This design comes from an exercise in tuning for small area on the open sky130 flow, not from production work.
RTL that was checked went through simulation tests only; none was proved equivalent to the original.
Function not checked in run 1: the RTL went through the layout flow alone.
Power is estimated from default activity; no workload was simulated.

==> design.v <==
module reg_file_sb #(
  parameter int unsigned XLEN   = 32,
  parameter int unsigned NREGS  = 32,
  parameter int unsigned AW     = 5,
  parameter bit          BYPASS = 1'b1
) (
  input  logic            clk,
  input  logic            reset,
  input  logic [AW-1:0]   rs1_addr,
  input  logic [AW-1:0]   rs2_addr,
  output logic [XLEN-1:0] rs1_data,
  output logic [XLEN-1:0] rs2_data,
  output logic            rs1_busy,
  output logic            rs2_busy,
  input  logic            wb_en,
  input  logic [AW-1:0]   wb_addr,
  input  logic [XLEN-1:0] wb_data,
  input  logic            iss_en,
  input  logic [AW-1:0]   iss_addr,
  input  logic            flush,
  output logic            any_busy
);
  logic [NREGS-1:0][XLEN-1:0] regs_s;     
  logic [NREGS-1:0][XLEN-1:0] regs_d;
  logic [NREGS-1:0]           nbusy_q;    
  logic [NREGS-1:0]           nbusy_d;
  logic                       phase_q;
  logic                       nclr_q;
  always_ff @(posedge clk) begin
    for (int i = 1; i < NREGS; i++) regs_s[i] <= regs_d[i];
  end
  always_ff @(posedge clk or posedge reset) begin
    if (reset) begin
      nbusy_q <= '1;
      phase_q <= 1'b1;
      nclr_q  <= 1'b0;
    end else begin
      nbusy_q <= nbusy_d | {{(NREGS-1){1'b0}}, 1'b1};
      phase_q <= !phase_q;
      nclr_q  <= 1'b1;
    end
  end
  localparam int unsigned NLO = 4;
  localparam int unsigned NHI = NREGS / NLO;
  logic [NLO-1:0] w_lo, i_lo, r1_lo, r2_lo;
  logic [NHI-1:0] w_hi, i_hi, r1_hi, r2_hi;
  logic byp1, byp2, nz1, nz2, rd_ok;
  rf_dec #(.W(2)) u_wlo  (.en(wb_en),  .a(wb_addr[1:0]),   .y(w_lo));
  rf_dec #(.W(3)) u_whi  (.en(1'b1),   .a(wb_addr[4:2]),   .y(w_hi));
  rf_dec #(.W(2)) u_ilo  (.en(iss_en), .a(iss_addr[1:0]),  .y(i_lo));
  rf_dec #(.W(3)) u_ihi  (.en(1'b1),   .a(iss_addr[4:2]),  .y(i_hi));
  rf_dec #(.W(2)) u_r1lo (.en(rd_ok),  .a(rs1_addr[1:0]),  .y(r1_lo));
  rf_dec #(.W(3)) u_r1hi (.en(1'b1),   .a(rs1_addr[4:2]),  .y(r1_hi));
  rf_dec #(.W(2)) u_r2lo (.en(rd_ok),  .a(rs2_addr[1:0]),  .y(r2_lo));
  rf_dec #(.W(3)) u_r2hi (.en(1'b1),   .a(rs2_addr[4:2]),  .y(r2_hi));
  logic [XLEN-1:0]  col_c;
  logic [NREGS-1:0] row_a, row_b, idec_n, bx_n;
  logic             flush_n;
  assign flush_n = !flush;
  for (genvar j = 0; j < XLEN; j++) begin : g_col
    rf_xor2 u_c (.a(wb_data[j]), .b(phase_q), .y(col_c[j]));
  end
  for (genvar i = 1; i < NREGS; i++) begin : g_row
    rf_nand2 u_b (.a(w_lo[i % NLO]), .b(w_hi[i / NLO]), .y(row_b[i]));
    rf_nand2 u_a (.a(row_b[i]), .b(nclr_q), .y(row_a[i]));
    for (genvar j = 0; j < XLEN; j++) begin : g_bit
      rf_oai22 u_wr (.a1(regs_s[i][j]), .a2(row_a[i]), .b1(col_c[j]), .b2(row_b[i]),
                     .y(regs_d[i][j]));
    end
    rf_nand2 u_i  (.a(i_lo[i % NLO]), .b(i_hi[i / NLO]), .y(idec_n[i]));
    rf_o21ai u_bx (.a1(nbusy_q[i]), .a2(row_a[i]), .b1(idec_n[i]), .y(bx_n[i]));
    rf_nand2 u_bn (.a(flush_n), .b(bx_n[i]), .y(nbusy_d[i]));
  end
  assign regs_d[0]  = '0;
  assign row_a[0]   = 1'b0;
  assign row_b[0]   = 1'b1;
  assign idec_n[0]  = 1'b1;
  assign bx_n[0]    = 1'b1;
  assign nbusy_d[0] = 1'b1;
  logic iw_eq;    
  rf_match u_iw (.en(iss_en), .a(iss_addr), .b(wb_addr), .y(iw_eq));
  rf_bypass u_byp1 (.wb_en(wb_en), .reset(reset), .wb_addr(wb_addr), .rs_addr(rs1_addr),
                    .byp(byp1), .nz(nz1));
  rf_bypass u_byp2 (.wb_en(wb_en), .reset(reset), .wb_addr(wb_addr), .rs_addr(rs2_addr),
                    .byp(byp2), .nz(nz2));
  assign rd_ok = !reset && nclr_q;
  logic [NREGS-1:0] s1_n, s2_n;
  assign s1_n[0] = !byp1;
  assign s2_n[0] = !byp2;
  for (genvar i = 1; i < NREGS; i++) begin : g_sel
    rf_nand3 u_s1 (.a(r1_lo[i % NLO]), .b(r1_hi[i / NLO]), .c(row_b[i]), .y(s1_n[i]));
    rf_nand3 u_s2 (.a(r2_lo[i % NLO]), .b(r2_hi[i / NLO]), .c(row_b[i]), .y(s2_n[i]));
  end
  logic k1, k2;
  assign k1 = !phase_q && (byp1 || (nz1 && rd_ok));
  assign k2 = !phase_q && (byp2 || (nz2 && rd_ok));
  for (genvar j = 0; j < XLEN; j++) begin : g_rd
    logic [NREGS-1:0] col;
    assign col[0] = col_c[j];
    for (genvar i = 1; i < NREGS; i++) begin : g_t
      assign col[i] = regs_s[i][j];
    end
    rf_rd_bit #(.N(NREGS)) u_rd1 (.t(col), .s_n(s1_n), .y(rs1_data[j]), .k(k1));
    rf_rd_bit #(.N(NREGS)) u_rd2 (.t(col), .s_n(s2_n), .y(rs2_data[j]), .k(k2));
  end
  logic [NREGS-1:0] bcol;
  assign bcol[0] = !iw_eq;
  assign bcol[NREGS-1:1] = nbusy_q[NREGS-1:1];
  rf_rd_sel #(.N(NREGS)) u_b1 (.t(bcol), .s_n(s1_n), .y(rs1_busy));
  rf_rd_sel #(.N(NREGS)) u_b2 (.t(bcol), .s_n(s2_n), .y(rs2_busy));
  rf_any_busy #(.N(NREGS - 1)) u_any (.nbusy(nbusy_q[NREGS-1:1]), .reset(reset), .y(any_busy));
endmodule
module rf_oai22 (
  input  logic a1,
  input  logic a2,
  input  logic b1,
  input  logic b2,
  output logic y
);
  assign y = !((a1 | a2) & (b1 | b2));
endmodule
module rf_o21ai (
  input  logic a1,
  input  logic a2,
  input  logic b1,
  output logic y
);
  assign y = !((a1 | a2) & b1);
endmodule
module rf_nand2 (
  input  logic a,
  input  logic b,
  output logic y
);
  assign y = !(a & b);
endmodule
module rf_nand3 (
  input  logic a,
  input  logic b,
  input  logic c,
  output logic y
);
  assign y = !(a & b & c);
endmodule
module rf_xor2 (
  input  logic a,
  input  logic b,
  output logic y
);
  assign y = a ^ b;
endmodule
module rf_or_reduce #(parameter int unsigned W = 16) (
  input  logic [W-1:0] a,
  output logic         y
);
  assign y = |a;
endmodule
module rf_dec #(parameter int unsigned W = 2) (
  input  logic             en,
  input  logic [W-1:0]     a,
  output logic [2**W-1:0]  y
);
  always_comb begin
    for (int i = 0; i < 2**W; i++) y[i] = en && (a == W'(i));
  end
endmodule
module rf_match #(parameter int unsigned W = 5) (
  input  logic         en,
  input  logic [W-1:0] a,
  input  logic [W-1:0] b,
  output logic         y
);
  assign y = en && (a == b);
endmodule
module rf_bypass #(parameter int unsigned W = 5) (
  input  logic         wb_en,
  input  logic         reset,
  input  logic [W-1:0] wb_addr,
  input  logic [W-1:0] rs_addr,
  output logic         byp,
  output logic         nz
);
  assign nz  = |rs_addr;
  assign byp = wb_en && !reset && nz && (wb_addr == rs_addr);
endmodule
module rf_any_busy #(parameter int unsigned N = 31) (
  input  logic [N-1:0] nbusy,
  input  logic         reset,
  output logic         y
);
  assign y = !reset && !(&nbusy);
endmodule
module rf_rd_sel #(parameter int unsigned N = 32) (
  input  logic [N-1:0] t,
  input  logic [N-1:0] s_n,
  output logic         y
);
  logic [N/2-1:0] pair;
  for (genvar p = 0; p < N/2; p++) begin : g_pair
    rf_oai22 u_pair (.a1(t[2*p]), .a2(s_n[2*p]), .b1(t[2*p+1]), .b2(s_n[2*p+1]), .y(pair[p]));
  end
  rf_or_reduce #(.W(N/2)) u_or (.a(pair), .y(y));
endmodule
module rf_rd_bit #(parameter int unsigned N = 32) (
  input  logic [N-1:0] t,
  input  logic [N-1:0] s_n,
  input  logic         k,
  output logic         y
);
  logic raw;
  rf_rd_sel #(.N(N)) u_sel (.t(t), .s_n(s_n), .y(raw));
  rf_xor2 u_fix (.a(raw), .b(k), .y(y));
endmodule
==> run.sh <==
#!/bin/bash
# synth_recipe.tcl (not shown) runs the flow's synth.tcl, then flattens the netlist and writes it again
# the make line also repeats each setting of config.mk as NAME=value (left out here)
make -C /OpenROAD-flow-scripts/flow DESIGN_CONFIG=/design/flow/config.mk WORK_HOME=/design/flow/orfs CLKGATE_MAP_FILE= SYNTH_SCRIPT=/design/flow/synth_recipe.tcl finish
==> config.mk <==
export PLATFORM = sky130hd
export DESIGN_NAME = reg_file_sb
export DESIGN_NICKNAME = reg_file_sb
export VERILOG_FILES = /design/flow/design.v
export SDC_FILE = /design/flow/constraint.sdc
export NUM_CORES = 4
export LEC_CHECK = 0
export CAP_MARGIN = 20
export CORE_MARGIN = 2
export CORE_UTILIZATION = 40
export CTS_BUF_LIST = sky130_fd_sc_hd__clkbuf_8
export PLACE_DENSITY = 0.6
export SLEW_MARGIN = 20
export SYNTH_HIERARCHICAL = 1
==> constraint.sdc <==
create_clock -name core_clock -period 8.0 [get_ports {clk}]
set_input_delay 1.6000 -clock core_clock [delete_from_list [all_inputs] [get_ports {clk}]]
set_output_delay 1.6000 -clock core_clock [all_outputs]
set_load 0.01 [all_outputs]
==> results by group, run 1 <==
Global routing
  – Vias in the first global route: 41540
  – Largest net degree at the start of global routing: 34
  – Global-route usage over all layers: 40.38%
  – Met2 usage: 56.18%
  – Met1 Use GR: 51.27%
  – First-pass GRT wire length: 290.3 mm
  – GR peak layer: met2
  – Total gr overflow: 0
  – GR Util met3: 18.20%
  – Antenna violations before repair: 9

Worst setup path
  – Type of origin of the critical path: input pin
  – Worst-path maximum fanout: 20
  – Critical path's top delay family: simple AND/OR/NAND/NOR gates
  – CP endpoint kind: output port
  – Kind of critical path: input pin to output port
  – CP max-delay cell: nor4_1
  – Critical Path AT: 6.25 ns
  – WP buf/inv: 2
  – Crit-path cells: clkdlybuf4s50_1 -> and3b_1 -> nand2_2 -> nand3_2 -> o22ai_1 -> nor4_1 -> nand4_1 -> xor2_1 -> clkdlybuf4s50_1
  – Most frequent CP cell: clkdlybuf4s50_1
  – Worst EP required: 6.40 ns
  – CP max stage delay: 0.92 ns

Floorplanning
  – Die height: 313.2 um
  – Core ar.: 94870 um^2
  – Boundary Pins: 124
  – Initial Utilization: 40.31%
  – Core Rows: 113
  – Die Area: 98100 um^2
  – Die width: 313.2 um

Min path
  – Worst Hold Class: register to register

STA
  – Tcrit/Tclk final: 98.16%
  – TNS Setup: 0 ns
  – Pins Over Slew Limit: 0
  – Tmin final: 7.853 ns
  – Unrepaired setup endpoints after global routing: no
  – Worst-Margin Slew: 1.333 ns
  – Clk_skew: 0.03524 ns
  – Worst slew margin: 10.33%
  – Final setup fails: 0
  – FMAX: 127.3 MHz
  – Hold Fails Final Rpt: 0

Finish
  – Fraction of layout cells with a size suffix above 1: 16.48%
  – Area Growth Syn to Fin: 25.38%
  – Finished Core Util: 50.55%
  – Filler cells: 8772
  – Layout net count: 4451

Placed design
  – PortBufs: 123
  – HPWL Detailed: 132.6 mm
  – RD Place Congestion: 1.032

Synthesis
  – Ys Warns: 9
  – Dominant cell type by area after synthesis: dfxtp_1
  – Count leader, synth: o22ai_1
  – EDFF count, synth: 0
  – Synth top area share: 51.93%
  – Commonest cells post-synth: o22ai_1, dfxtp_1, nor4_1, nand2_1, xor2_1
  – Mapped Avg Cell Area: 10.02 um^2
  – Asr flop ratio synth: 3.220%
  – Largest cells by area after synthesis: dfxtp_1, o22ai_1, nor4_1, xor2_1, dfstp_2
  – Synth Instances: 3816
  – Register area share after synthesis: 54.19%
  – Post-Syn Area: 38240 um^2
  – Main synth FF type: dfxtp_1
  – Yosys reg bits: 1025
  – Post-synthesis cell type count: 27

Pwr
  – VDD IR-drop max: 0.0001566 V
  – P per Cell Area: 243.8 nW/um^2
  – Leak pwr: 0.01849 uW

Routing
  – Final WL: 207.4 mm
  – Vias: 44600
  – DR WL/cell: 35.75 um
  – Residual DRC: 0
  – DRT iter0 DRCs: 7726
  – Vias per cell: 7.688
  – Pre-Repair DR Iteration Count: 7
  – Post-DRT Antenna Nets: 0

Clock tree
  – CTS root buffer: clkbuf_8
  – Maximum clock insertion buffer count: 3
  – Hold_buf cts: 0
  – Post-CTS setup buffer count: 0
  – CTS tree: built
  – Post-cts resize count: 0
  – Clk slew on worst S/H paths: 0.06 ns
  – CTS sink cnt: 1025
  – H-tree Lvls: 4
  – Worst-skew pair later-pin latency: 0.87 ns
  – Num CTS Buffers: 169

Job
  – Max-Cap Viols: 0

Run status
  – Status: finished clean
==> path summary, 6_finish.rpt <==
path                           endpoint  slack (ns)   startpoint  cells after the start
min in group asynchronous        nclr_q        1.16        reset                      3
hold reg to reg             regs_s[815]        0.47  regs_s[815]                      1
setup / recovery           rs2_data[16]        0.15   wb_addr[0]                      9
max in group asynchronous   nbusy_q[31]        6.08        reset                      4
setup reg to reg            regs_s[380]        4.74      phase_q                      4
hold / removal              regs_s[815]        0.47  regs_s[815]                      1
==> area by class of cell <==
| cell class | count | area, um^2 | share of cell area (%) |
|---|---|---|---|
| antenna | 5 | 12.51 | 0.02609 |
| clock buffer | 231 | 3179 | 6.630 |
| clock inverter | 78 | 465.4 | 0.9706 |
| inverter | 6 | 22.52 | 0.04697 |
| multi-input combinational | 2817 | 18410 | 38.39 |
| sequential | 1025 | 20730 | 43.23 |
| tap | 1265 | 1583 | 3.301 |
| timing repair buffer | 375 | 3551 | 7.405 |
==> layout by cell type, fill, tap and decap left out, types with 33 or more instances in the layout <==
| cell | Yosys | final |
|---|---|---|
| conb_1 | 1 | 33 |
| clkdlybuf4s50_1 | 0 | 123 |
| clkbuf_8 | 0 | 231 |
| o22ai_1 | 2048 | 2048 |
| dfxtp_1 | 992 | 992 |
| nand4_1 | 73 | 73 |
| nand2_1 | 126 | 71 |
| buf_4 | 0 | 219 |
| nor4_1 | 269 | 267 |
| xor2_1 | 110 | 78 |
| nand3_2 | 0 | 62 |
| inv_1 | 6 | 46 |
| nand2_2 | 0 | 50 |
==> stage by stage <==
step                      total power [uW]  hold WS [ns]  setup slack (ns)  instance area, um^2  instances
after floorplan                       6334        0.4453             1.436                38360       3848
after global placement                6769        0.4528            0.5887                44160       5485
after detailed placement              6799        0.4608            0.5484                44270       5488
after CTS                            11610        0.4692            0.5694                47910       5797
after global routing                 11970        0.4817            0.2699                47940       5798
final                                11690        0.4689            0.1472                47950       5802
==> state kept, by name (all words and copies together), names as in the netlist <==
signal   cells
regs_s     992
nbusy_q     31
nclr_q       1
phase_q      1
==> worst reg2reg max path, stage by stage (launching register included) <==
cell and delay, ns:
dfstp_4 1.15, buf_4 0.46, xor2_2 0.90, buf_4 0.45
o22ai_1 0.13
==> Yosys stat by module (local to each module, per instance), a selection <==
module	times used	flip-flops and latches	cells inside
rf_match	1	0	7
rf_bypass	2	0	11
rf_xor2	96	0	1
rf_oai22	2048	0	1
rf_nand3	62	0	1
rf_nand2	124	0	1
reg_file_sb	1	1025	1037
rf_o21ai	31	0	1
==> kinds of logic after synthesis <==
kind of cell    count (synthesis)  share of synthesized area, %
xor+xnor                      111                         2.542
buf+inv                         6                       0.05888
compound gates               2082                         33.95
flops                        1025                         54.19
simple gates                  591                         9.252
other cells                     1                      0.009805
==> power by group <==
group	internal (uW)	switching, uW	total, uW	leakage, uW
Clock	2700	2230	4930	0.00205
Combinational	371	567	938	0.00777
Sequential	5510	312	5820	0.00867
Total	8580	3110	11700	0.0185
==> per-layer routing <==
metal / wire length (um) / part of all wire [%]
met1: 76600 / 37
met2: 82210 / 40
met3: 34140 / 16
met4: 14390 / 6.9
met5: 104 / 0.050
==> inputs of run 2 (changes only) <==
--- a/design.v
+++ b/design.v
@@ -46,13 +46,13 @@
   logic [NHI-1:0] w_hi, i_hi, r1_hi, r2_hi;
   logic byp1, byp2, nz1, nz2, rd_ok;
   rf_dec #(.W(2)) u_wlo  (.en(wb_en),  .a(wb_addr[1:0]),   .y(w_lo));
-  rf_dec #(.W(3)) u_whi  (.en(1'b1),   .a(wb_addr[4:2]),   .y(w_hi));
+  rf_dec_ne #(.W(3)) u_whi (.a(wb_addr[4:2]),   .y(w_hi));
   rf_dec #(.W(2)) u_ilo  (.en(iss_en), .a(iss_addr[1:0]),  .y(i_lo));
-  rf_dec #(.W(3)) u_ihi  (.en(1'b1),   .a(iss_addr[4:2]),  .y(i_hi));
+  rf_dec_ne #(.W(3)) u_ihi (.a(iss_addr[4:2]),  .y(i_hi));
   rf_dec #(.W(2)) u_r1lo (.en(rd_ok),  .a(rs1_addr[1:0]),  .y(r1_lo));
-  rf_dec #(.W(3)) u_r1hi (.en(1'b1),   .a(rs1_addr[4:2]),  .y(r1_hi));
+  rf_dec_ne #(.W(3)) u_r1hi (.a(rs1_addr[4:2]),  .y(r1_hi));
   rf_dec #(.W(2)) u_r2lo (.en(rd_ok),  .a(rs2_addr[1:0]),  .y(r2_lo));
-  rf_dec #(.W(3)) u_r2hi (.en(1'b1),   .a(rs2_addr[4:2]),  .y(r2_hi));
+  rf_dec_ne #(.W(3)) u_r2hi (.a(rs2_addr[4:2]),  .y(r2_hi));
   logic [XLEN-1:0]  col_c;
   logic [NREGS-1:0] row_a, row_b, idec_n, bx_n;
   logic             flush_n;
@@ -164,6 +164,14 @@
     for (int i = 0; i < 2**W; i++) y[i] = en && (a == W'(i));
   end
 endmodule
+module rf_dec_ne #(parameter int unsigned W = 3) (
+  input  logic [W-1:0]     a,
+  output logic [2**W-1:0]  y
+);
+  always_comb begin
+    for (int i = 0; i < 2**W; i++) y[i] = (a == W'(i));
+  end
+endmodule
 module rf_match #(parameter int unsigned W = 5) (
   input  logic         en,
   input  logic [W-1:0] a,
--- a/config.mk
+++ b/config.mk
@@ -9,6 +9,8 @@
 export CORE_MARGIN = 2
 export CORE_UTILIZATION = 40
 export CTS_BUF_LIST = sky130_fd_sc_hd__clkbuf_8
+export CTS_CLUSTER_DIAMETER = 50
+export CTS_CLUSTER_SIZE = 16
 export PLACE_DENSITY = 0.6
 export SLEW_MARGIN = 20
 export SYNTH_HIERARCHICAL = 1
==> run 2 against run 1 <==
Net effect:
- still clean
- sequential power about the same
- hold slack improved by 0.0056 ns
- synthesized cell count unchanged
- die area decreased by 0.32%
- sequential cell count unchanged
- clock power decreased by about 20%
- non-clock buffer count increased by 35
- global-route usage about the same
- highest routed layer unchanged
==> results by group, run 2 <==
Routing
  – Final WL: 207.6 mm (about the same)
  – DRT iter0 DRCs: 7725 (-0.013%)
  – Vias: 44130 (-1.1%)
  – DR WL/cell: 36.45 um (+2.0%)
  – Pre-Repair DR Iteration Count: 9 (+2)
  – Post-DRT Antenna Nets: 0 (unchanged)
  – Vias per cell: 7.751 (+0.82%)
  – Residual DRC: 0 (unchanged)

Placed design
  – PortBufs: 123 (unchanged)
  – RD Place Congestion: 1.026 (-0.51%)
  – Cell Area, Placed: 44370 um^2 (+0.23%)
  – HPWL Detailed: 129.3 mm (-2.5%)
  – DP Worst Slack: 0.5913 ns (+0.04292 ns)

Floorplanning
  – Die width: 312.7 um (-0.16%)
  – Boundary Pins: 124 (unchanged)
  – Core Rows: 113 (unchanged)
  – Initial Utilization: 40.24% (-0.072 points)
  – Core ar.: 94730 um^2 (-0.15%)
  – Die height: 312.7 um (-0.16%)
  – Die Area: 97780 um^2 (-0.32%)

Global routing
  – Largest net degree at the start of global routing: 35 (+2.9%)
  – First-pass GRT wire length: 288.9 mm (-0.49%)
  – Global-route usage over all layers: 40.39% (about the same)
  – Total gr overflow: 0 (unchanged)
  – Vias in the first global route: 40290 (-3.0%)
  – GR Util met3: 17.50% (-0.69 points)
  – Antenna violations before repair: 7 (-2)
  – Met1 Use GR: 53.15% (+1.9 points)
  – Met2 usage: 54.17% (-2.0 points)
  – GR peak layer: met2

Clock tree
  – Maximum clock insertion buffer count: 3 (unchanged)
  – Post-CTS setup buffer count: 0 (unchanged)
  – H-tree Lvls: 3 (-1)
  – Clk slew on worst S/H paths: 0.08 ns (+0.02 ns)
  – CTS sink cnt: 1025 (unchanged)
  – CTS tree: built
  – CTS root buffer: clkbuf_8
  – Worst-skew pair later-pin latency: 0.83 ns (-0.04 ns)
  – Hold_buf cts: 0 (unchanged)
  – Post-cts resize count: 0 (unchanged)
  – Num CTS Buffers: 105 (-38%)

Finish
  – Largest Register: regs_s
  – Area Growth Syn to Fin: 23.16%
  – Fraction of layout cells with a size suffix above 1: 15.69% (-0.79 points)
  – Most frequent cells in the layout: o22ai_1, dfxtp_1, nor4_1
  – Max FFs per register: 992 (unchanged)
  – Finished Cell Area: 46950 um^2 (-2.1%)
  – Layout net count: 4390 (-1.4%)
  – Commonest non-fill, non-tap cell in the layout: o22ai_1
  – Filler cells: 8963 (+2.2%)
  – Largest registers: regs_s: 992 flops, nbusy_q: 31 flops
  – Finished Core Util: 49.56% (-0.99 points)

Worst setup path
  – Type of origin of the critical path: input pin
  – Kind of critical path: input pin to output port
  – CP endpoint kind: output port
  – Critical Path AT: 6.03 ns (-0.22 ns)
  – Worst EP required: 6.40 ns (about the same)
  – Worst-path maximum fanout: 14 (-30%)

STA
  – PnR worst setup slack: 0.3699 ns (+0.2226 ns)
  – Unrepaired setup endpoints after global routing: no
  – TNS Setup: 0 ns (unchanged)
  – Hold Fails Final Rpt: 0 (unchanged)
  – Worst-Margin Slew: 1.290 ns (-0.04274 ns)
  – Tmin final: 7.630 ns (-0.2226 ns)
  – Tcrit/Tclk final: 95.38% (-2.8 points)
  – Worst slew margin: 13.70% (+3.4 points)
  – FMAX: 131.1 MHz (+2.9%)
  – Clk_skew: 0.04926 ns (+0.01402 ns)
  – Pins Over Slew Limit: 0 (unchanged)
  – Final setup fails: 0 (unchanged)

Synthesis
  – Post-Syn Area: 38120 um^2 (-0.33%)
  – Main synth FF type: dfxtp_1
  – Commonest cells post-synth: o22ai_1, dfxtp_1, nor4_1, nand2_1, xor2_1
  – Ys Warns: 9 (unchanged)
  – Synth top area share: 52.10% (+0.17 points)
  – Register area share after synthesis: 54.37% (+0.18 points)
  – Asr flop ratio synth: 3.220% (unchanged)
  – Mapped Avg Cell Area: 9.989 um^2 (-0.33%)
  – Largest cells by area after synthesis: dfxtp_1, o22ai_1, nor4_1, xor2_1, dfstp_2
  – Synth Instances: 3816 (unchanged)
  – Post-synthesis cell type count: 24 (-11%)
  – Yosys reg bits: 1025 (unchanged)
  – Dominant cell type by area after synthesis: dfxtp_1
  – Count leader, synth: o22ai_1
  – EDFF count, synth: 0 (unchanged)

Min path
  – Worst Hold Class: register to register

Run status
  – Status: finished clean

Pwr
  – Overall power: 10920 uW (-6.6%)
  – Leak pwr: 0.01772 uW (-4.2%)
  – VDD IR-drop max: 0.0001505 V (-3.9%)
  – P per Cell Area: 232.6 nW/um^2 (-4.6%)

Job
  – Max-Cap Viols: 0 (unchanged)
## run 2: changes by cell type after synthesis, sizes merged
cell / previous run / this run
and3b: 8 / 20
and4b: 12 / 0
and4bb: 12 / 0
nor3b: 6 / 18
and3: 7 / 11
and4: 4 / 0
nor3: 2 / 6
nor4b: 4 / 0
## run 2: cells by family after synthesis
logic type | count (synthesis) | synth area share [%]
simple gates | 591 | 8.954
xor+xnor | 111 | 2.550
compound gates | 2082 | 34.06
flops | 1025 | 54.37
other cells | 1 | 0.009838
buf+inv | 6 | 0.05908
## run 2: per-stage QoR
stage | std cells | hold WS [ns]
after floorplan | 3816 | 0.4453
after global placement | 5489 | 0.4531
after detailed placement | 5489 | 0.4607
after CTS | 5685 | 0.4721
after global routing | 5690 | 0.4834
final | 5694 | 0.4745
## run 2: per-module statistics from Yosys, one instance, submodules excluded, a selection
module       cells  copies in the design  flops+latches
rf_bypass       11                     2              0
rf_nand2         1                   124              0
reg_file_sb   1037                     1           1025
rf_xor2          1                    96              0
rf_oai22         1                  2048              0
rf_nand3         1                    62              0
rf_match         7                     1              0
rf_o21ai         1                    31              0
## run 2: metal layers
layer  share of wire (%)  up-vias
met3                  17     1053
met4                 7.4        8
met2                  38     4399
li1                    -    17700
met1                  37    20970
met5               0.026        -
## run 2: worst paths after layout
check | to | slack [ns] | depth (start not counted) | from
worst max register to register | regs_s[232] | 4.85 | 4 | phase_q
max in group asynchronous | nbusy_q[21] | 6.14 | 4 | reset
min in group asynchronous | nclr_q | 1.49 | 4 | reset
worst min register to register | regs_s[460] | 0.47 | 1 | regs_s[460]
worst max-delay path | rs2_data[6] | 0.37 | 10 | wb_addr[3]
worst min-delay path | regs_s[460] | 0.47 | 1 | regs_s[460]
## run 2: worst max-delay path, cell delays in order
cell             delay, ns
clkdlybuf4s50_1       0.70
nor3_1                0.59
nand2_2               0.47
nand3_2               0.23
buf_4                 0.38
o22ai_1               0.14
nor4_1                0.71
nand4_1               0.39
xor2_1                0.23
clkdlybuf4s50_1       0.55
## run 2: report_power, final
part           switching [uW]  internal (uW)
registers                 320           5520
clock network            2140           1820
logic                     675            444
## run 2: cell type report
cell class                      instances  area [um^2]  area share, %
Sequential cell                      1025        20730          44.16
Multi-Input combinational cell       2785        18210          38.79
Timing Repair Buffer                  410         3876          8.256
Clock buffer                          116         1597          3.401
Tap cell                             1265         1583          3.371
Clock inverter                         80        909.6          1.938
Inverter                                6        22.52        0.04797
Antenna cell                            7        17.52        0.03731
==> inputs of run 3 (changes only) <==
--- a/config.mk
+++ b/config.mk
@@ -8,9 +8,9 @@
 export CAP_MARGIN = 20
 export CORE_MARGIN = 2
 export CORE_UTILIZATION = 40
-export CTS_BUF_LIST = sky130_fd_sc_hd__clkbuf_8
-export CTS_CLUSTER_DIAMETER = 50
-export CTS_CLUSTER_SIZE = 16
+export CTS_BUF_LIST = sky130_fd_sc_hd__clkbuf_16
+export CTS_CLUSTER_DIAMETER = 60
+export CTS_CLUSTER_SIZE = 30
 export PLACE_DENSITY = 0.6
 export SLEW_MARGIN = 20
 export SYNTH_HIERARCHICAL = 1
==> run 3 against run 2 <==
Net effect:
- setup slack gained 0.050 ns
- cell area grew 0.13%
- non-clock buffer count shrank 2
- count of clock-buffer cells in the layout shrank 37
- critical path depth is the same
- clock skew shrank 0.027 ns
- fmax grew 0.66%
- register-to-register slack gained 0.02 ns
- critical path type unchanged
- highest routed layer unchanged
==> results by group, run 3 <==
Synthesis
  – Synth Instances: 3816 (unchanged)
  – Count leader, synth: o22ai_1
  – Post-synthesis cell type count: 24 (unchanged)
  – Dominant cell type by area after synthesis: dfxtp_1
  – Synth top area share: 52.10% (unchanged)
  – EDFF count, synth: 0 (unchanged)
  – Asr flop ratio synth: 3.220% (unchanged)
  – Largest cells by area after synthesis: dfxtp_1, o22ai_1, nor4_1, xor2_1, dfstp_2
  – Main synth FF type: dfxtp_1
  – Yosys reg bits: 1025 (unchanged)
  – Commonest cells post-synth: o22ai_1, dfxtp_1, nor4_1, nand2_1, xor2_1
  – Ys Warns: 9 (unchanged)
  – Mapped Avg Cell Area: 9.989 um^2 (unchanged)
  – Post-Syn Area: 38120 um^2 (unchanged)
  – Register area share after synthesis: 54.37% (unchanged)

Placed design
  – RD Place Congestion: 1.026 (unchanged)
  – HPWL Detailed: 129.3 mm (unchanged)
  – Cell Area, Placed: 44370 um^2 (unchanged)
  – DP Worst Slack: 0.5913 ns (unchanged)
  – PortBufs: 123 (unchanged)

Finish
  – Filler cells: 8927 (-0.40%)
  – Fraction of layout cells with a size suffix above 1: 14.48% (-1.2 points)
  – Largest registers: regs_s: 992 flops, nbusy_q: 31 flops
  – Max FFs per register: 992 (unchanged)
  – Area Growth Syn to Fin: 23.32%
  – Finished Cell Area: 47010 um^2 (+0.13%)
  – Largest Register: regs_s
  – Most frequent cells in the layout: o22ai_1, dfxtp_1, nor4_1
  – Layout net count: 4360 (-0.68%)
  – Commonest non-fill, non-tap cell in the layout: o22ai_1

Min path
  – Worst Hold Class: register to register

STA
  – Worst-Margin Slew: 1.270 ns (-0.01953 ns)
  – Tcrit/Tclk final: 94.75% (-0.63 points)
  – Hold Fails Final Rpt: 0 (unchanged)
  – Tmin final: 7.580 ns (-0.05034 ns)
  – FMAX: 131.9 MHz (+0.66%)
  – Clk_skew: 0.02193 ns (-0.02733 ns)
  – Pins Over Slew Limit: 0 (unchanged)
  – Final setup fails: 0 (unchanged)
  – Unrepaired setup endpoints after global routing: no
  – TNS Setup: 0 ns (unchanged)
  – Worst slew margin: 15.00% (+1.3 points)
  – PnR worst setup slack: 0.4202 ns (+0.05034 ns)

Floorplanning
  – Initial Utilization: 40.24% (unchanged)
  – Die width: 312.7 um (unchanged)
  – Core ar.: 94730 um^2 (unchanged)
  – Core Rows: 113 (unchanged)
  – Die height: 312.7 um (unchanged)
  – Boundary Pins: 124 (unchanged)
  – Die Area: 97780 um^2 (unchanged)

Pwr
  – Leak pwr: 0.01769 uW (-0.17%)
  – Clk pwr share: 37.3% (+1.1 points)
  – Psw: 3150 uW (+0.54%)
  – Pint: 7941 uW (+2.0%)
  – Overall power: 11090 uW (+1.6%)
  – VDD IR-drop max: 0.0001864 V (+24%)
  – Reg power frac: 52.7% (-0.8 points)
  – Switch share: 28.40% (-0.29 points)
  – P per Cell Area: 235.9 nW/um^2 (+1.4%)
  – Combinational group share of total power: 10.1% (-0.2 points)

Clock tree
  – CTS root buffer: clkbuf_16
  – Post-cts resize count: 0 (unchanged)
  – Num CTS Buffers: 77 (-27%)
  – Worst-skew pair later-pin latency: 0.67 ns (-0.16 ns)
  – Clk slew on worst S/H paths: 0.08 ns (about the same)
  – H-tree Lvls: 3 (unchanged)
  – Hold_buf cts: 0 (unchanged)
  – Post-CTS setup buffer count: 0 (unchanged)
  – CTS tree: built
  – CTS sink cnt: 1025 (unchanged)
  – Maximum clock insertion buffer count: 3 (unchanged)

Worst setup path
  – Worst-path maximum fanout: 14 (unchanged)
  – Critical Path AT: 5.98 ns (-0.05 ns)
  – Most frequent CP cell: clkdlybuf4s50_1
  – Type of origin of the critical path: input pin
  – Worst EP required: 6.40 ns (about the same)
  – CP max stage delay: 0.73 ns (+0.02 ns)
  – CP max-delay cell: nor4_1
  – Internal reg-to-reg setup slack: 4.87 ns (+0.02 ns)
  – Crit-path cells: clkdlybuf4s50_1 -> nor3_1 -> nand2_2 -> nand3_2 -> buf_4 -> o22ai_1 -> nor4_1 -> nand4_1 -> xor2_1 -> clkdlybuf4s50_1
  – CP endpoint kind: output port
  – Kind of critical path: input pin to output port

Routing
  – Post-DRT Antenna Nets: 0 (unchanged)
  – Final WL: 206.9 mm (-0.32%)
  – Residual DRC: 0 (unchanged)
  – Pre-Repair DR Iteration Count: 10 (+1)
  – Vias per cell: 7.805 (+0.70%)
  – DR WL/cell: 36.75 um (+0.81%)
  – Vias: 43940 (-0.44%)
  – DRT iter0 DRCs: 7859 (+1.7%)

Global routing
  – Vias in the first global route: 39870 (-1.0%)
  – Antenna violations before repair: 4 (-3)
  – Largest net degree at the start of global routing: 35 (unchanged)
  – Global-route usage over all layers: 40.29% (-0.10 points)
  – Total gr overflow: 0 (unchanged)
  – First-pass GRT wire length: 288.3 mm (-0.22%)

Run status
  – Status: finished clean

Job
  – Max-Cap Viols: 0 (unchanged)
-- run 3: cell types whose count changed in the layout (fill, tap and decap cells not counted), moves of 4 or more --
cell,before,now
inv_8,5,9
clkbuf_16,0,79
bufinv_16,12,2
inv_1,11,7
clkinvlp_4,11,7
clkinv_2,12,4
diode_2,7,1
clkinv_4,14,6
clkinv_8,3,12
inv_6,16,7
clkbuf_8,116,0
clkinv_1,0,8
-- run 3: power groups by stage --
stage / clock [uW] / sequential (uW) / combinational [uW]
CTS: 4120 / 5830 / 1060
global route: 4310 / 5890 / 1140
floorplan: 0 / 5870 / 570
finish: 4130 / 5840 / 1120
global placement: 0 / 5930 / 1040
detailed placement: 0 / 5940 / 1060
-- run 3: per-layer routing --
layer | track usage (%) | vias up | wire (um)
li1 | - | 17640 | -
met1 | 53.55 | 20900 | 77540
met2 | 54.57 | 4359 | 79310
met3 | 16.98 | 1035 | 35380
met4 | 22.42 | 10 | 14560
met5 | 0.1934 | - | 103
-- run 3: Yosys stat by module, one instance, submodules excluded, excerpt --
| module | cells | cell area [um^2] | flops+latches | times used |
|---|---|---|---|---|
| rf_match | 7 | 56.30 | 0 | 1 |
| rf_nand3 | 1 | 5.005 | 0 | 62 |
| reg_file_sb | 1037 | 20780 | 1025 | 1 |
| rf_o21ai | 1 | 5.005 | 0 | 31 |
| rf_nand2 | 1 | 3.754 | 0 | 124 |
| rf_oai22 | 1 | 6.256 | 0 | 2048 |
| rf_bypass | 11 | 76.32 | 0 | 2 |
| rf_xor2 | 1 | 8.758 | 0 | 96 |
-- run 3: kinds of logic after synthesis --
family | count (synthesis) | share of synthesized area, %
XOR/XNOR | 111 | 2.550
AND/OR/NAND/NOR | 591 | 8.954
flip-flops | 1025 | 54.37
buffers and inverters | 6 | 0.05908
AO/OA/AOI/OAI | 2082 | 34.06
other | 1 | 0.009838
-- run 3: area by class of cell --
| class | count | area (um^2) | area share (%) |
|---|---|---|---|
| clock inverters | 61 | 645.6 | 1.373 |
| inverters | 6 | 22.52 | 0.04791 |
| clock buffers | 79 | 1977 | 4.205 |
| well taps | 1265 | 1583 | 3.367 |
| repair buffers | 408 | 3821 | 8.128 |
| diodes | 1 | 2.502 | 0.005323 |
| flip-flops and latches | 1025 | 20730 | 44.10 |
| multi-input cells | 2785 | 18230 | 38.78 |
-- run 3: worst max-delay path, delay by kind of cell --
family | cells | cell delay [ns]
AND/OR/NAND/NOR | 5 | 2.36
buffers and inverters | 3 | 1.63
XOR/XNOR | 1 | 0.22
AO/OA/AOI/OAI | 1 | 0.14
-- run 3: final timing paths --
path	cells after the start	start	end
worst max-delay path	10	wb_addr[3]	rs2_data[6]
worst min-delay path	1	regs_s[534]	regs_s[534]
worst max register to register	4	phase_q	regs_s[85]
worst min register to register	1	regs_s[534]	regs_s[534]
max in group asynchronous	4	reset	nbusy_q[29]
min in group asynchronous	4	reset	nclr_q
-- run 3: stage by stage --
| step | std cells | utilization [%] | hold WS (ns) |
|---|---|---|---|
| after detailed placement | 5489 | 46.84 | 0.4607 |
| after floorplan | 3816 | - | 0.4453 |
| after global placement | 5489 | 46.84 | 0.4531 |
| after CTS | 5629 | 49.61 | 0.4708 |
| after global routing | 5629 | 49.62 | 0.4844 |
| final | 5630 | 49.63 | 0.4713 |
==> inputs of run 4 (changes only) <==
==> flow/run.sh (new file) <==
#!/bin/bash
# Layout flow: the standard ORFS flow (standard.sh), unchanged synthesis, with two
# settings changed:
#  - port buffers use sky130_fd_sc_hd__buf_2 instead of the resizer's default choice;
#  - clock tree synthesis does not insert dummy loads.
# Every tool's output goes to flow_make.log in the work folder (ORFS also keeps its own
# per-step logs under orfs/logs/).
set -euo pipefail
bash standard.sh \
  "BUFFER_PORTS_ARGS=-buffer_cell sky130_fd_sc_hd__buf_2" \
  "CTS_ARGS=-sink_clustering_enable -repair_clock_nets -dont_use_dummy_load -sink_clustering_size 24 -sink_clustering_max_diameter 60 -buf_list sky130_fd_sc_hd__clkbuf_16" \
  finish > flow_make.log 2>&1
==> standard.sh (new file) <==
#!/bin/bash
# synth_recipe.tcl (not shown) runs the flow's synth.tcl, then flattens the netlist and writes it again
# the make line also repeats each setting of config.mk as NAME=value (left out here)
make -C /OpenROAD-flow-scripts/flow DESIGN_CONFIG=/design/flow/config.mk WORK_HOME=/design/flow/orfs CLKGATE_MAP_FILE= SYNTH_SCRIPT=/design/flow/synth_recipe.tcl "${@:-finish}"
--- a/config.mk
+++ b/config.mk
@@ -8,9 +8,6 @@
 export CAP_MARGIN = 20
 export CORE_MARGIN = 2
 export CORE_UTILIZATION = 40
-export CTS_BUF_LIST = sky130_fd_sc_hd__clkbuf_16
-export CTS_CLUSTER_DIAMETER = 60
-export CTS_CLUSTER_SIZE = 30
 export PLACE_DENSITY = 0.6
 export SLEW_MARGIN = 20
 export SYNTH_HIERARCHICAL = 1
removed: run.sh
==> run 4 against run 3 <==
Net effect:
- wire length up 2.4%
- fmax up 1.9%
- sequential share of layout area up 2.0 points
- largest power group unchanged
==> results by group, run 4 <==
Routing
  – Vias: 43760 (-0.42%)
  – Vias per cell: 7.943 (+1.8%)
  – DR WL/cell: 38.46 um (+4.7%)
  – Post-DRT Antenna Nets: 0 (unchanged)
  – Final WL: 211.9 mm (+2.4%)
  – Residual DRC: 0 (unchanged)
  – Pre-Repair DR Iteration Count: 12 (+2)
  – DRT iter0 DRCs: 7309 (-7.0%)

Global routing
  – Antenna violations before repair: 8 (+4)
  – Vias in the first global route: 39970 (+0.23%)
  – Total gr overflow: 0 (unchanged)
  – Global-route usage over all layers: 41.22% (+0.93 points)
  – Largest net degree at the start of global routing: 36 (+2.9%)
  – First-pass GRT wire length: 293.3 mm (+1.8%)

Synthesis
  – Synth Instances: 3816 (unchanged)
  – Post-Syn Area: 38120 um^2 (unchanged)
  – EDFF count, synth: 0 (unchanged)
  – Main synth FF type: dfxtp_1
  – Dominant cell type by area after synthesis: dfxtp_1
  – Yosys reg bits: 1025 (unchanged)
  – Count leader, synth: o22ai_1
  – Asr flop ratio synth: 3.220% (unchanged)
  – Mapped Avg Cell Area: 9.989 um^2 (unchanged)
  – Register area share after synthesis: 54.37% (unchanged)
  – Commonest cells post-synth: o22ai_1, dfxtp_1, nor4_1, nand2_1, xor2_1
  – Ys Warns: 9 (unchanged)
  – Post-synthesis cell type count: 24 (unchanged)
  – Largest cells by area after synthesis: dfxtp_1, o22ai_1, nor4_1, xor2_1, dfstp_2
  – Synth top area share: 52.10% (unchanged)

Floorplanning
  – Boundary Pins: 124 (unchanged)
  – Die height: 312.7 um (unchanged)
  – Core Rows: 113 (unchanged)
  – Initial Utilization: 40.24% (unchanged)
  – Die Area: 97780 um^2 (unchanged)
  – Die width: 312.7 um (unchanged)
  – Core ar.: 94730 um^2 (unchanged)

Clock tree
  – Hold_buf cts: 0 (unchanged)
  – CTS sink cnt: 1025 (unchanged)
  – CTS tree: built
  – Post-CTS setup buffer count: 0 (unchanged)
  – Num CTS Buffers: 76 (-1.3%)
  – Post-cts resize count: 0 (unchanged)
  – Clk slew on worst S/H paths: 0.05 ns (-0.03 ns)
  – H-tree Lvls: 3 (unchanged)
  – Maximum clock insertion buffer count: 3 (unchanged)
  – CTS root buffer: clkbuf_16
  – Worst-skew pair later-pin latency: 0.69 ns (+0.02 ns)

Pwr
  – Psw: 2828 uW (-10%)
  – VDD IR-drop max: 0.0001658 V (-11%)
  – Leak pwr: 0.01706 uW (-3.6%)
  – Clk pwr share: 33.6% (-3.7 points)
  – Pint: 7582 uW (-4.5%)
  – Combinational group share of total power: 10.1% (about the same)
  – Switch share: 27.17% (-1.2 points)
  – Reg power frac: 56.3% (+3.6 points)
  – P per Cell Area: 231.5 nW/um^2 (-1.9%)

Finish
  – Area Growth Syn to Fin: 17.99%
  – Commonest non-fill, non-tap cell in the layout: o22ai_1
  – Largest registers: regs_s: 992 flops, nbusy_q: 31 flops
  – Fraction of layout cells with a size suffix above 1: 15.01% (+0.53 points)
  – Most frequent cells in the layout: o22ai_1, dfxtp_1, nor4_1
  – Max FFs per register: 992 (unchanged)
  – Layout net count: 4295 (-1.5%)
  – Finished Core Util: 47.48% (-2.1 points)
  – Largest Register: regs_s

STA
  – FMAX: 134.4 MHz (+1.9%)
  – Worst-Margin Slew: 1.296 ns (+0.02551 ns)
  – Tcrit/Tclk final: 93.00% (-1.7 points)
  – Fin Hold WS: 0.4692 ns (-0.002176 ns)
  – Final setup fails: 0 (unchanged)
  – Unrepaired setup endpoints after global routing: no
  – TNS Setup: 0 ns (unchanged)
  – Worst slew margin: 13.30% (-1.7 points)
  – Hold Fails Final Rpt: 0 (unchanged)
  – Pins Over Slew Limit: 0 (unchanged)
  – Clk_skew: 0.1050 ns (+0.08303 ns)
  – Tmin final: 7.440 ns (-0.1397 ns)

Worst setup path
  – Type of origin of the critical path: input pin
  – Capturing point of the worst reg2reg path: regs_s[504]
  – Crit path from: wb_addr[4]
  – CP endpoint kind: output port
  – Worst EP required: 6.40 ns (about the same)
  – CP max stage delay: 0.88 ns (+0.15 ns)
  – Kind of critical path: input pin to output port
  – CP max-delay cell: nor4_1
  – Crit-path cells: buf_2 -> nor3b_1 -> nand2_2 -> nand3_2 -> o22ai_1 -> nor4_1 -> nand4_1 -> xor2_1 -> buf_2
  – Worst setup path endpoint: rs1_data[22]
  – Most frequent CP cell: buf_2
  – Worst-path maximum fanout: 33 (+19)
  – Reg-to-reg critical path startpoint: phase_q
  – Critical Path AT: 5.84 ns (-0.14 ns)
  – Internal reg-to-reg setup slack: 4.81 ns (-0.06 ns)
  – Reg2Reg Depth: 3 (-1)

Job
  – Max-Cap Viols: 0 (unchanged)

Placed design
  – PortBufs: 123 (unchanged)
  – RD Place Congestion: 1.046 (+1.9%)
  – HPWL Detailed: 133.6 mm (+3.3%)

Run status
  – Status: finished clean

Min path
  – Hold Path Stages: 1 (unchanged)
  – Worst Hold Class: register to register
[run 4: cell counts after synthesis]
No cell type changed its count.
[run 4: metal layers]
layer | track usage, % | wire (um)
met1 | 52.49 | 77650
met2 | 54.81 | 81080
met3 | 21.03 | 38200
met4 | 25.13 | 14870
met5 | 0 | 92
[run 4: cell families (layout without fill, tap and decap cells)]
family	after synthesis	in the layout	synth area share, %
buffers and inverters	6	426	0.05908
other	1	9	0.009838
flip-flops	1025	1025	54.37
XOR/XNOR	111	111	2.550
AND/OR/NAND/NOR	591	591	8.954
AO/OA/AOI/OAI	2082	2082	34.06
[run 4: layout make-up]
type,count,area (um^2)
multi-input combinational,2785,18240
tap,1265,1583
inverter,6,22.52
timing repair buffer,344,2475
sequential,1025,20730
antenna,8,20.02
fill,9026,49750
clock buffer,76,1902
[run 4: worst max-delay path, delay by kind of cell]
family,cells,cell delay (ns)
simple gates,5,3.27
compound gates,1,0.21
xor+xnor,1,0.22
buf+inv,2,0.44
[run 4: worst min-delay path by stage]
stage	endpoint	slack, ns	startpoint
floorplan	regs_s[1000]	0.45	regs_s[1000]
global placement	regs_s[152]	0.45	regs_s[152]
detailed placement	regs_s[880]	0.46	regs_s[880]
CTS	regs_s[373]	0.47	regs_s[373]
global route	regs_s[853]	0.48	regs_s[853]
finish	regs_s[859]	0.47	regs_s[859]
[run 4: modules after synthesis, one instance, submodules excluded, excerpt]
module | cells inside | flops+latches | copies in the design | area (um^2)
reg_file_sb | 1037 | 1025 | 1 | 20780
rf_bypass | 11 | 0 | 2 | 76.32
rf_xor2 | 1 | 0 | 96 | 8.758
rf_nand3 | 1 | 0 | 62 | 5.005
rf_o21ai | 1 | 0 | 31 | 5.005
rf_oai22 | 1 | 0 | 2048 | 6.256
rf_match | 7 | 0 | 1 | 56.30
rf_nand2 | 1 | 0 | 124 | 3.754
[run 4: metrics by stage]
stage                     area, um^2  setup WS [ns]  instances  power (uW)
after floorplan                38120          1.436       3816        6444
after global placement         43040         0.9448       5425        6930
after detailed placement       43040         0.9060       5425        6950
after CTS                      44940         0.8995       5501       10310
after global routing           44960         0.6389       5501       10640
final                          44980         0.5599       5509       10410
[run 4: power groups by stage]
stage / clock network, uW / logic, uW / registers, uW
finish: 3500 / 1050 / 5860
global route: 3660 / 1070 / 5910
global placement: 0 / 983 / 5950
detailed placement: 0 / 998 / 5950
floorplan: 0 / 570 / 5870
CTS: 3480 / 997 / 5840
==> inputs of run 5 (changes only) <==
--- a/flow/run.sh
+++ b/flow/run.sh
@@ -8,5 +8,5 @@
 set -euo pipefail
 bash standard.sh \
   "BUFFER_PORTS_ARGS=-buffer_cell sky130_fd_sc_hd__buf_2" \
-  "CTS_ARGS=-sink_clustering_enable -repair_clock_nets -dont_use_dummy_load -sink_clustering_size 24 -sink_clustering_max_diameter 60 -buf_list sky130_fd_sc_hd__clkbuf_16" \
+  "CTS_ARGS=-sink_clustering_enable -repair_clock_nets -dont_use_dummy_load -sink_clustering_size 16 -sink_clustering_max_diameter 50 -buf_list sky130_fd_sc_hd__clkbuf_8" \
   finish > flow_make.log 2>&1
--- a/config.mk
+++ b/config.mk
@@ -8,6 +8,7 @@
 export CAP_MARGIN = 20
 export CORE_MARGIN = 2
 export CORE_UTILIZATION = 40
+export GPL_TIMING_DRIVEN = 0
 export PLACE_DENSITY = 0.6
 export SLEW_MARGIN = 20
 export SYNTH_HIERARCHICAL = 1
==> run 5 against run 4 <==
Net effect:
- still clean
- sequential power about the same
- first-iteration DRC count shrank 2.1%
- combinational power grew 4%
- hold slack improved by 0.0028 ns
- critical path depth stayed put
- clock power shrank 15%
- largest cell class unchanged
- highest routed layer unchanged
==> results by group, run 5 <==
STA
  – Tcrit/Tclk final: 98.28% (+5.3 points)
  – Pins Over Slew Limit: 0 (unchanged)
  – Tmin final: 7.862 ns (+0.4222 ns)
  – Clk_skew: 0.06343 ns (-0.04153 ns)
  – FMAX: 127.2 MHz (-5.4%)
  – TNS Setup: 0 ns (unchanged)
  – Hold Fails Final Rpt: 0 (unchanged)
  – Worst-Margin Slew: 1.251 ns (-0.04453 ns)
  – Worst slew margin: 15.80% (+2.5 points)
  – Final setup fails: 0 (unchanged)
  – Unrepaired setup endpoints after global routing: no

Synthesis
  – Synth top area share: 52.10% (unchanged)
  – Ys Warns: 9 (unchanged)
  – Yosys reg bits: 1025 (unchanged)
  – EDFF count, synth: 0 (unchanged)
  – Count leader, synth: o22ai_1
  – Dominant cell type by area after synthesis: dfxtp_1
  – Largest cells by area after synthesis: dfxtp_1, o22ai_1, nor4_1, xor2_1, dfstp_2
  – Commonest cells post-synth: o22ai_1, dfxtp_1, nor4_1, nand2_1, xor2_1
  – Post-synthesis cell type count: 24 (unchanged)
  – Post-Syn Area: 38120 um^2 (unchanged)
  – Asr flop ratio synth: 3.220% (unchanged)
  – Main synth FF type: dfxtp_1
  – Register area share after synthesis: 54.37% (unchanged)
  – Synth Instances: 3816 (unchanged)
  – Mapped Avg Cell Area: 9.989 um^2 (unchanged)

Finish
  – Fraction of layout cells with a size suffix above 1: 12.45% (-2.6 points)
  – Area of the multi-input gates: 19300 um^2 (+5.8%)
  – Max FFs per register: 992 (unchanged)
  – Layout net count: 4154 (-3.3%)
  – Most frequent cells in the layout: o22ai_1, dfxtp_1, nor4_1
  – Commonest non-fill, non-tap cell in the layout: o22ai_1
  – Largest registers: regs_s: 992 flops, nbusy_q: 31 flops
  – Filler cells: 8921 (-1.2%)
  – Area occupied by registers: 20730 um^2 (about the same)
  – Largest Register: regs_s
  – Finished Layout Cells: 5369 (-2.5%)
  – Area Growth Syn to Fin: 18.04% (about the same)

Routing
  – Final WL: 204.6 mm (-3.4%)
  – Residual DRC: 0 (unchanged)
  – DR WL/cell: 38.12 um (-0.90%)
  – Vias per cell: 8.131 (+2.4%)
  – Post-DRT Antenna Nets: 0 (unchanged)
  – DRT iter0 DRCs: 7153 (-2.1%)
  – Vias: 43660 (-0.23%)
  – Pre-Repair DR Iteration Count: 9 (-3)

Clock tree
  – Post-CTS setup buffer count: 0 (unchanged)
  – CTS tree: built
  – Clk slew on worst S/H paths: 0.06 ns (about the same)
  – Worst-skew pair later-pin latency: 0.80 ns (+0.11 ns)
  – Hold_buf cts: 0 (unchanged)
  – CTS root buffer: clkbuf_8
  – H-tree Lvls: 3 (unchanged)
  – CTS sink cnt: 1025 (unchanged)
  – Maximum clock insertion buffer count: 3 (unchanged)
  – Num CTS Buffers: 107 (+41%)

Global routing
  – Vias in the first global route: 40920 (+2.4%)
  – Largest net degree at the start of global routing: 36 (unchanged)
  – Total gr overflow: 0 (unchanged)
  – First-pass GRT wire length: 287.2 mm (-2.1%)
  – Global-route usage over all layers: 40.05% (-1.2 points)
  – Antenna violations before repair: 8 (unchanged)

Placed design
  – HPWL Detailed: 109.8 mm (-18%)
  – PortBufs: 123 (unchanged)
  – Placed Instances: 5253 (-3.2%)
  – RD Place Congestion: 0.9405 (-10%)

Worst setup path
  – Reg-to-reg critical path startpoint: nclr_q
  – Critical Path AT: 6.26 ns (+0.42 ns)
  – CP endpoint kind: output port
  – Internal reg-to-reg setup slack: 5.48 ns (+0.67 ns)
  – Reg2Reg Depth: 4 (+1)
  – Worst EP required: 6.40 ns (about the same)
  – Worst-path maximum fanout: 35 (+6.1%)
  – Kind of critical path: input pin to output port
  – Type of origin of the critical path: input pin
  – Capturing point of the worst reg2reg path: nbusy_q[15]

Min path
  – Worst Hold Class: register to register
  – Hold Path Stages: 1 (unchanged)
  – Hold path startpoint: regs_s[866]
  – Hold endpoint: regs_s[866]

Job
  – Max-Cap Viols: 0 (unchanged)

Pwr
  – Overall power: 9929 uW (-4.6%)
  – P per Cell Area: 220.7 nW/um^2 (-4.7%)
  – Leak pwr: 0.01690 uW (-0.93%)
  – VDD IR-drop max: 0.0001295 V (-22%)

Floorplanning
  – Die width: 312.7 um (unchanged)
  – Initial Utilization: 40.24% (unchanged)
  – Die Area: 97780 um^2 (unchanged)
  – Core ar.: 94730 um^2 (unchanged)
  – Die height: 312.7 um (unchanged)
  – Core Rows: 113 (unchanged)
  – Boundary Pins: 124 (unchanged)

Run status
  – Status: finished clean
-- run 5: cell counts after synthesis --
Identical to the previous run, type by type.
-- run 5: power by group --
group          switching (uW)  internal (uW)
clock                    1810           1180
combinational             687            405
sequential                323           5530
total                    2820           7110
-- run 5: final cells by class --
cell class	instances	share of cell area, %
flip-flops and latches	1025	46.08
multi-input cells	2785	42.89
repair buffers	172	4.149
well taps	1265	3.518
clock buffers	107	3.273
inverters	6	0.05005
diodes	9	0.05005
-- run 5: metal layers --
metal / track usage, % / vias up / share of wire [%]
met2: 53.05 / 4421 / 38
met5: 2.031 / - / 0.15
met3: 19.40 / 1174 / 17
met1: 51.63 / 20840 / 37
li1: - / 17210 / -
met4: 24.41 / 12 / 7.3
-- run 5: repair_timing --
item / CTS / global route
setup endpoints to repair: 1 / 1
hold endpoints to repair: 0 / 0
gates resized for setup: 1 / 1
-- run 5: critical path, cell delays in order --
cell,delay [ns]
buf_2,0.28
and3b_1,0.77
nand2_4,0.66
nand3_4,0.88
o22ai_1,0.20
nor4_1,1.07
nand4_1,0.36
xor2_1,0.24
buf_2,0.14
-- run 5: through the flow --
stage	area, um^2	setup slack [ns]	utilization [%]	hold slack, ns
6_report	45000	0.1377	47.50	0.4719
2_1_floorplan	38120	1.436	-	0.4453
5_1_grt	44980	0.3092	47.49	0.4829
3_5_place_dp	43430	-0.02701	45.84	0.4610
3_3_place_gp	40320	-2.879	42.56	0.4530
4_1_cts	44900	0.1132	47.40	0.4705
-- run 5: cell families (layout without fill, tap and decap cells) --
kind of cell              after synthesis  count (layout)  share of synthesized area [%]
AOI/OAI and AO/OA                    2082            2082                          34.06
DFF                                  1025            1025                          54.37
and+or+nand+nor                       591             591                          8.954
xor gates and xnor gates              111             111                          2.550
buffers and inverters                   6             285                        0.05908
other                                   1              10                       0.009838
-- run 5: worst max path at each step --
stage | startpoint | end | slack, ns | depth (start not counted)
after floorplan | rs1_addr[3] | rs1_data[0] | 1.44 | 6
after detailed placement | wb_addr[3] | rs1_data[31] | -0.03 | 9
after global placement | wb_addr[3] | rs1_data[26] | -2.88 | 8
after CTS | wb_addr[4] | rs1_data[31] | 0.11 | 9
after global routing | wb_addr[3] | rs1_data[11] | 0.31 | 9
final | wb_addr[0] | rs1_data[5] | 0.14 | 9
-- run 5: per-module statistics from Yosys (local to each module, per instance), a selection --
module | copies in the design | cell area (um^2) | cells
rf_xor2 | 96 | 8.758 | 1
rf_nand2 | 124 | 3.754 | 1
rf_match | 1 | 56.30 | 7
reg_file_sb | 1 | 20780 | 1037
rf_bypass | 2 | 76.32 | 11
rf_nand3 | 62 | 5.005 | 1
rf_oai22 | 2048 | 6.256 | 1
rf_o21ai | 31 | 5.005 | 1
==> inputs of run 6 (changes only) <==
--- a/config.mk
+++ b/config.mk
@@ -8,7 +8,6 @@
 export CAP_MARGIN = 20
 export CORE_MARGIN = 2
 export CORE_UTILIZATION = 40
-export GPL_TIMING_DRIVEN = 0
 export PLACE_DENSITY = 0.6
 export SLEW_MARGIN = 20
 export SYNTH_HIERARCHICAL = 1
==> run 6 against run 5 <==
Net effect:
- register-to-register slack worse by 0.62 ns
- utilization down 0.43 points
- sequential power about the same
- combinational power down 4%
- critical path depth unchanged
- sequential share of layout area up 0.42 points
- total power up 0.18%
- clock power up 1%
- global-route usage up 1.3 points
- largest cell class unchanged
- largest power group unchanged
==> results by group, run 6 <==
Worst setup path
  – Worst EP required: 6.40 ns (about the same)
  – Most frequent CP cell: buf_2
  – CP max stage delay: 0.86 ns (-0.21 ns)
  – Type of origin of the critical path: input pin
  – CP endpoint kind: output port
  – CP max-delay cell: nand3_2
  – Kind of critical path: input pin to output port
  – Critical Path AT: 5.88 ns (-0.38 ns)
  – Crit-path cells: buf_2 -> nor3b_1 -> nand2_2 -> nand3_2 -> o22ai_1 -> nor4_1 -> nand4_1 -> xor2_1 -> buf_2
  – Worst-path maximum fanout: 33 (-5.7%)

Clock tree
  – Post-CTS setup buffer count: 0 (unchanged)
  – CTS tree: built
  – Worst-skew pair later-pin latency: 0.81 ns (about the same)
  – CTS root buffer: clkbuf_8
  – Post-cts resize count: 0 (-1)
  – Num CTS Buffers: 110 (+2.8%)
  – Maximum clock insertion buffer count: 3 (unchanged)
  – Hold_buf cts: 0 (unchanged)
  – Clk slew on worst S/H paths: 0.07 ns (about the same)
  – CTS sink cnt: 1025 (unchanged)
  – H-tree Lvls: 3 (unchanged)

Global routing
  – Vias in the first global route: 40290 (-1.5%)
  – Antenna violations before repair: 6 (-2)
  – Total gr overflow: 0 (unchanged)
  – Largest net degree at the start of global routing: 36 (unchanged)
  – Global-route usage over all layers: 41.39% (+1.3 points)
  – First-pass GRT wire length: 294.7 mm (+2.6%)

STA
  – Unrepaired setup endpoints after global routing: no
  – Hold Fails Final Rpt: 0 (unchanged)
  – Clk_skew: 0.1178 ns (+0.05434 ns)
  – TNS Setup: 0 ns (unchanged)
  – Pins Over Slew Limit: 0 (unchanged)
  – Worst slew margin: 17.66% (+1.9 points)
  – Final setup fails: 0 (unchanged)
  – Worst-Margin Slew: 1.231 ns (-0.02075 ns)
  – Fin Hold WS: 0.4694 ns (-0.002488 ns)
  – Tmin final: 7.480 ns (-0.3823 ns)
  – FMAX: 133.7 MHz (+5.1%)
  – Tcrit/Tclk final: 93.50% (-4.8 points)

Synthesis
  – Dominant cell type by area after synthesis: dfxtp_1
  – Synth Instances: 3816 (unchanged)
  – Ys Warns: 9 (unchanged)
  – Yosys reg bits: 1025 (unchanged)
  – Commonest cells post-synth: o22ai_1, dfxtp_1, nor4_1, nand2_1, xor2_1
  – Mapped Avg Cell Area: 9.989 um^2 (unchanged)
  – Post-Syn Area: 38120 um^2 (unchanged)
  – Largest cells by area after synthesis: dfxtp_1, o22ai_1, nor4_1, xor2_1, dfstp_2
  – Post-synthesis cell type count: 24 (unchanged)
  – Synth top area share: 52.10% (unchanged)
  – Asr flop ratio synth: 3.220% (unchanged)
  – Main synth FF type: dfxtp_1
  – Register area share after synthesis: 54.37% (unchanged)
  – Count leader, synth: o22ai_1
  – EDFF count, synth: 0 (unchanged)

Placed design
  – HPWL Detailed: 133.6 mm (+22%)
  – RD Place Congestion: 1.046 (+11%)
  – Cell Area, Placed: 43040 um^2 (-0.89%)
  – PortBufs: 123 (unchanged)
  – Placed Instances: 5425 (+3.3%)

Routing
  – Vias: 43680 (+0.044%)
  – DR WL/cell: 38.35 um (+0.60%)
  – Final WL: 212.6 mm (+3.9%)
  – Residual DRC: 0 (unchanged)
  – Post-DRT Antenna Nets: 0 (unchanged)
  – Vias per cell: 7.880 (-3.1%)
  – DRT iter0 DRCs: 7308 (+2.2%)
  – Pre-Repair DR Iteration Count: 9 (unchanged)

Finish
  – Fraction of layout cells with a size suffix above 1: 15.69% (+3.2 points)
  – Largest registers: regs_s: 992 flops, nbusy_q: 31 flops
  – Most frequent cells in the layout: o22ai_1, dfxtp_1, nor4_1
  – Finished Layout Cells: 5543 (+3.2%)
  – Finished Cell Area: 44590 um^2 (-0.91%)
  – Largest Register: regs_s
  – Max FFs per register: 992 (unchanged)
  – Filler cells: 9089 (+1.9%)
  – Layout net count: 4329 (+4.2%)
  – Commonest non-fill, non-tap cell in the layout: o22ai_1
  – Area Growth Syn to Fin: 16.97%

Floorplanning
  – Core Rows: 113 (unchanged)
  – Initial Utilization: 40.24% (unchanged)
  – Die width: 312.7 um (unchanged)
  – Die Area: 97780 um^2 (unchanged)
  – Core ar.: 94730 um^2 (unchanged)
  – Boundary Pins: 124 (unchanged)
  – Die height: 312.7 um (unchanged)

Job
  – Max-Cap Viols: 0 (unchanged)

Min path
  – Worst Hold Class: register to register

Pwr
  – Leak pwr: 0.01692 uW (about the same)
  – VDD IR-drop max: 0.0001199 V (-7.4%)
  – P per Cell Area: 223.1 nW/um^2 (+1.1%)

Run status
  – Status: finished clean
## run 6: routing by layer
layer  GRT usage, %  wire [um]
met5         0.5319        116
met4          25.51      14840
met3          20.47      37340
met2          54.91      81540
met1          53.05      78720
## run 6: cells by family (layout without fill, tap and decap cells)
family	after synthesis	after routing	synth area share, %
XOR/XNOR	111	111	2.550
buffers and inverters	6	460	0.05908
AND/OR/NAND/NOR	591	591	8.954
other	1	9	0.009838
AO/OA/AOI/OAI	2082	2082	34.06
flip-flops	1025	1025	54.37
## run 6: worst paths after layout
path | startpoint | to | slack (ns) | cells after the start
max in group asynchronous | reset | nbusy_q[26] | 6.48 | 3
worst max register to register | phase_q | regs_s[953] | 4.86 | 3
worst max-delay path | wb_addr[4] | rs1_data[22] | 0.52 | 9
worst min register to register | regs_s[539] | regs_s[539] | 0.47 | 1
min in group asynchronous | reset | nclr_q | 1.07 | 3
worst min-delay path | regs_s[539] | regs_s[539] | 0.47 | 1
## run 6: cell type report
class                   count  area (um^2)  share of cell area, %
multi-input cells        2785        18240                  40.92
inverters                   6        22.52                0.05051
clock buffers             110         1514                  3.395
flip-flops and latches   1025        20730                  46.49
repair buffers            344         2475                  5.551
well taps                1265         1583                  3.550
diodes                      8        20.02                0.04490
## run 6: power breakdown
part	switching, uW	leakage (uW)	internal [uW]	total, uW
logic	676	0.00745	378	1050
registers	333	0.00867	5530	5860
clock network	1820	0.000791	1210	3030
## run 6: through the flow
stage	total power (uW)	setup slack, ns	util (%)
3_3_place_gp	6930	0.9448	45.43
3_5_place_dp	6950	0.9060	45.43
4_1_cts	9829	0.8995	47.03
5_1_grt	10170	0.6416	47.05
6_report	9947	0.5200	47.07
2_1_floorplan	6444	1.436	-
## run 6: worst max-delay path: cells and delay by family
kind	cells	cell delay [ns]
and+or+nand+nor	5	3.29
buffers and inverters	2	0.45
xor gates and xnor gates	1	0.23
AOI/OAI and AO/OA	1	0.21
## run 6: per-module statistics from Yosys (local to each module, per instance), a selection
| module | copies in the design | flops+latches | cell area [um^2] |
|---|---|---|---|
| rf_nand2 | 124 | 0 | 3.754 |
| rf_nand3 | 62 | 0 | 5.005 |
| rf_bypass | 2 | 0 | 76.32 |
| reg_file_sb | 1 | 1025 | 20780 |
| rf_match | 1 | 0 | 56.30 |
| rf_xor2 | 96 | 0 | 8.758 |
| rf_oai22 | 2048 | 0 | 6.256 |

[what the ideal ports hide]
How much do the figures lean on ideal ports? The routed layouts below were timed once more, with nothing changed but the port constraints. Step 1: set_driving_cell puts a clkbuf_16 on clk and a buf_2 on each other input, an assumption about the parent block. Step 2, shift: input delay + t, output delay - t, t = (earliest + latest rising clock arrival at the registers) / 2. This alone moves slack from input paths to output paths. Three values: ideal ports, drivers, drivers and shift; two values: the first two.
| run | t, ns | setup slack, ns | worst setup path after step 2 | worst data-port slew with drivers (ns) |
|---|---|---|---|---|
| run 1 | 0.931 | 0.147 / 0.099 / 0.099 | input to output | 0.08 |
| run 2 | 0.871 | 0.370 / 0.348 / 0.348 | input to output | 0.09 |
| run 3 | 0.732 | 0.420 / 0.398 / 0.398 | input to output | 0.08 |
| run 4 | 0.713 | 0.560 / 0.536 / 0.536 | input to output | 0.05 |
| run 5 | 0.834 | 0.138 / 0.111 / 0.111 | input to output | 0.13 |
| run 6 | 0.833 | 0.520 / 0.495 / 0.495 | input to output | 0.05 |
After both steps setup and hold are still met in every run listed. For run 1, which loses most, drivers alone change the setup slack by -0.048 ns; drivers and shift together by -0.048 ns.
